Background: an optimization exercise with open tools, aiming at small area. Do not read the settings as production practice.
Where RTL was checked, it was by simulation tests only, not by an equivalence proof against the original.
Power figures rest on the tool's default switching activity, not on a simulated workload.

## exe_top
module exe_top (
  input  logic                     clk,
  input  logic                     reset_n,
  input  logic [32-1:0]         dec_pc_i,
  input  logic                     dec_rd_v_i,
  input  logic [5-1:0]      dec_rd_adr_i,
  input  logic [32:0]           dec_rs1_data_i,
  input  logic [32:0]           dec_rs2_data_i,
  input  logic [32-1:0]         dec_immediat_i,
  input  logic [2:0]               dec_access_size_i,
  input  logic                     dec_unsign_extension_i,
  input  logic [NB_UNIT-1:0]       dec_unit_i,
  input  logic [NB_OPERATION-1:0]  dec_operation_i,
  input  logic                     pred_v_i,
  input  logic                     pred_is_taken_i,
  input  logic [32-1:0]         load_data_i,
  output logic                     mem_adr_v_o,
  output logic [32-1:0]         mem_adr_o,
  output logic                     mem_is_store_o,
  output logic [32-1:0]         mem_store_data_o,
  output logic [2:0]               mem_access_size_o,
  output logic                     exe_fwd_v_o,
  output logic [5-1:0]      exe_fwd_adr_o,
  output logic [32-1:0]         exe_fwd_data_o,
  output logic                     wbk_v_o,
  output logic [5-1:0]      wbk_adr_o,
  output logic [32-1:0]         wbk_data_o,
  output logic                     flush_v_q_o,
  output logic [32-1:0]         pc_data_q_o,
  output logic [32-1:0]         pred_fb_pc_o,
  output logic                     pred_fb_branch_instr_o,
  output logic                     pred_fb_feedback_o,
  output logic                     pred_fb_success_o,
  output logic                     pred_fb_failed_o
);
export LEC_CHECK = 0
export ABC_AREA = 1
export CAP_MARGIN = 0
export CORE_AREA = 5 5 145 145
export CTS_BUF_LIST = sky130_fd_sc_hd__clkbuf_8
export DIE_AREA = 0 0 150 150
export GPL_TIMING_DRIVEN = 0
export SETUP_SLACK_MARGIN = 0.2
export SLEW_MARGIN = 0
create_clock -name core_clock -period 8.0 [get_ports {clk}]
standard.sh (not shown) runs the stock make flow with config.mk's settings and CLKGATE_MAP_FILE= SYNTH_SCRIPT=/design/flow/synth_recipe.tcl, a recipe that flattens the netlist after the stock synthesis.
==> flow/flow/run.sh <==
#!/bin/bash
# Standard ORFS layout (the standard.sh), with the port buffers and the
# synthesis pass-through buffers made from the smallest buffer cell, and the
# buffers ABC inserts removed at floorplan (repair_design re-buffers).
bash standard.sh \
  BUFFER_PORTS_ARGS="-buffer_cell sky130_fd_sc_hd__buf_1" \
  MIN_BUF_CELL_AND_PORTS="sky130_fd_sc_hd__buf_1 A X" \
  REMOVE_ABC_BUFFERS=1 \
  finish > standard.log 2>&1
==> next run, changes <==
--- a/flow/design.v
+++ b/flow/design.v
@@ -109,49 +109,30 @@
   logic [32-1:0] wbk_data_q;
   logic [32-1:0] pc_data_q;
   logic             bi_q, fb_q, ok_q, ko_q;
   function automatic logic [32:0] add_cla(input logic [32-1:0] p,
                                              input logic [32-1:0] g,
                                              input logic cin);
     logic [32-1:0] s;
-    logic [32/4:0] bc;
+    logic [32/2:0] bc;
     logic             c, gk, pk;
     bc[0] = cin;
-    for (int k = 0; k < 32/4; k++) begin
+    for (int k = 0; k < 32/2; k++) begin
       gk = 1'b0;
       pk = 1'b1;
       c  = bc[k];
-      for (int i = 4*k; i < 4*k+4; i++) begin
+      for (int i = 2*k; i < 2*k+2; i++) begin
         s[i] = p[i] ^ c;
         c    = g[i] | (p[i] & c);
         gk   = g[i] | (p[i] & gk);
         pk   = pk & p[i];
       end
       bc[k+1] = gk | (pk & bc[k]);
     end
-    add_cla = {bc[32/4], s};
-  endfunction
-  function automatic logic [32:0] add_cla_fast(input logic [32-1:0] p,
-                                                  input logic [32-1:0] g,
-                                                  input logic cin);
-    logic [32-1:0] s;
-    logic [32/4:0] bc;
-    logic             gk, pk;
-    bc[0] = cin;
-    for (int k = 0; k < 32/4; k++) begin
-      gk = 1'b0;
-      pk = 1'b1;
-      for (int i = 4*k; i < 4*k+4; i++) begin
-        s[i] = p[i] ^ (gk | (pk & bc[k]));
-        gk   = g[i] | (p[i] & gk);
-        pk   = pk & p[i];
-      end
-      bc[k+1] = gk | (pk & bc[k]);
-    end
-    add_cla_fast = {bc[32/4], s};
+    add_cla = {bc[32/2], s};
   endfunction
   function automatic logic [32-1:0] inc4(input logic [32-1:0] a);
     logic bc, pk;
     bc = 1'b1;
     inc4[1:0] = a[1:0];
     for (int k = 0; k < 8; k++) begin
       pk = 1'b1;
@@ -181,16 +162,21 @@
   logic [32-1:0] opa, opb;
   logic [32:0]   sum;
   assign jal     = op[JAL];
   assign jalr    = op[JALR];
   assign jump    = jal | jalr;
   assign use_imm = dec_unit_i[LSU] | dec_unit_i[BU];
   assign use_pc  = dec_unit_i[BU] & ~jalr;
-  assign opa = use_pc ? pc : rs1;
-  assign opb = use_imm ? imm : (rs2 ^ {32{op[SUB]}});
+  logic [32-1:0] rs1_rev;
+  always_comb begin
+    for (int i = 0; i < 32; i++) rs1_rev[i] = rs1[32-1-i];
+  end
+  assign opa = ({32{use_pc}} & pc) | ({32{op[SLL]}} & rs1_rev) | ({32{~use_pc & ~op[SLL]}} & rs1);
+  assign opb = ({32{use_imm}} & imm) | ({32{~use_imm & ~op[SUB]}} & rs2)
+             | ({32{~use_imm & op[SUB]}} & ~rs2);
   logic [32-1:0] ap, ag;
   assign ap  = opa ^ opb;
   assign ag  = opa & opb;
   assign sum = add_cla(ap, ag, op[SUB]);
   logic [32-1:0] cx;
   logic [32:0]   cdiff;
   logic less, equal, taken;
@@ -199,17 +185,15 @@
   assign less  = (dec_rs1_data_i[32] ^ dec_rs2_data_i[32]) ? dec_rs1_data_i[32] : ~cdiff[32];
   assign equal = cx == '0;
   assign taken = (op[BEQ] & equal) | (op[BNE] & ~equal) | (op[BLT] & less) | (op[BGE] & ~less);
   logic [32-1:0] pc_inc;
   assign pc_inc = inc4(pc);
   logic [32-1:0] sh_in, sh_out, sh_rev;
   logic             sh_fill;
-  always_comb begin
-    for (int i = 0; i < 32; i++) sh_in[i] = op[SLL] ? rs1[32-1-i] : rs1[i];
-  end
+  assign sh_in = opa;
   assign sh_fill = op[SRA] & rs1[32-1];
   logic [32:0] sh_tmp;
   assign sh_tmp = $signed({sh_fill, sh_in}) >>> rs2[4:0];
   assign sh_out = sh_tmp[32-1:0];
   always_comb begin
     for (int i = 0; i < 32; i++) sh_rev[i] = sh_out[32-1-i];
   end
What happened:
- With this change the flow finished with negative setup slack left
- clock skew is about the same
- synthesized cell count fell by 5.4%
- critical path depth went up by 11
- wire length increases by 9.2%
- worst hold slack improved by 0.015 ns
- non-clock buffer count went up by 73
- worst setup slack got worse by 0.38 ns
- power climbs by 6.1%
No functional check of the RTL was part of the second run of this note.

-- what the ideal ports hide --
No port has a modelled driver above. Below, the same layouts with a new extraction and two added sets of constraints. Step 1, drivers: a clkbuf_16 drives clk and a buf_2 each remaining input, both assumed. Step 2, shift: input delay + t, output delay - t, t = (earliest + latest rising clock arrival at the registers) / 2. This alone moves slack from input paths to output paths. Slacks: ideal ports / drivers / drivers and shift; pairs: ideal ports / drivers.
| run | t (ns) | setup slack, ns | worst hold slack (ns) | worst setup path at the end | pins driven straight from the clock port |
|---|---|---|---|---|---|
| the first run | 0.429 | 0.336 / 0.314 / 0.314 | 0.410 / 0.410 / 0.410 | input to output | 1 |
| the second run | 0.420 | -0.047 / -0.128 / -0.128 | 0.425 / 0.425 / 0.425 | input to output | 1 |
The setup slack of the second run, which loses most, moves by -0.081 ns with the drivers and by -0.081 ns with both steps.
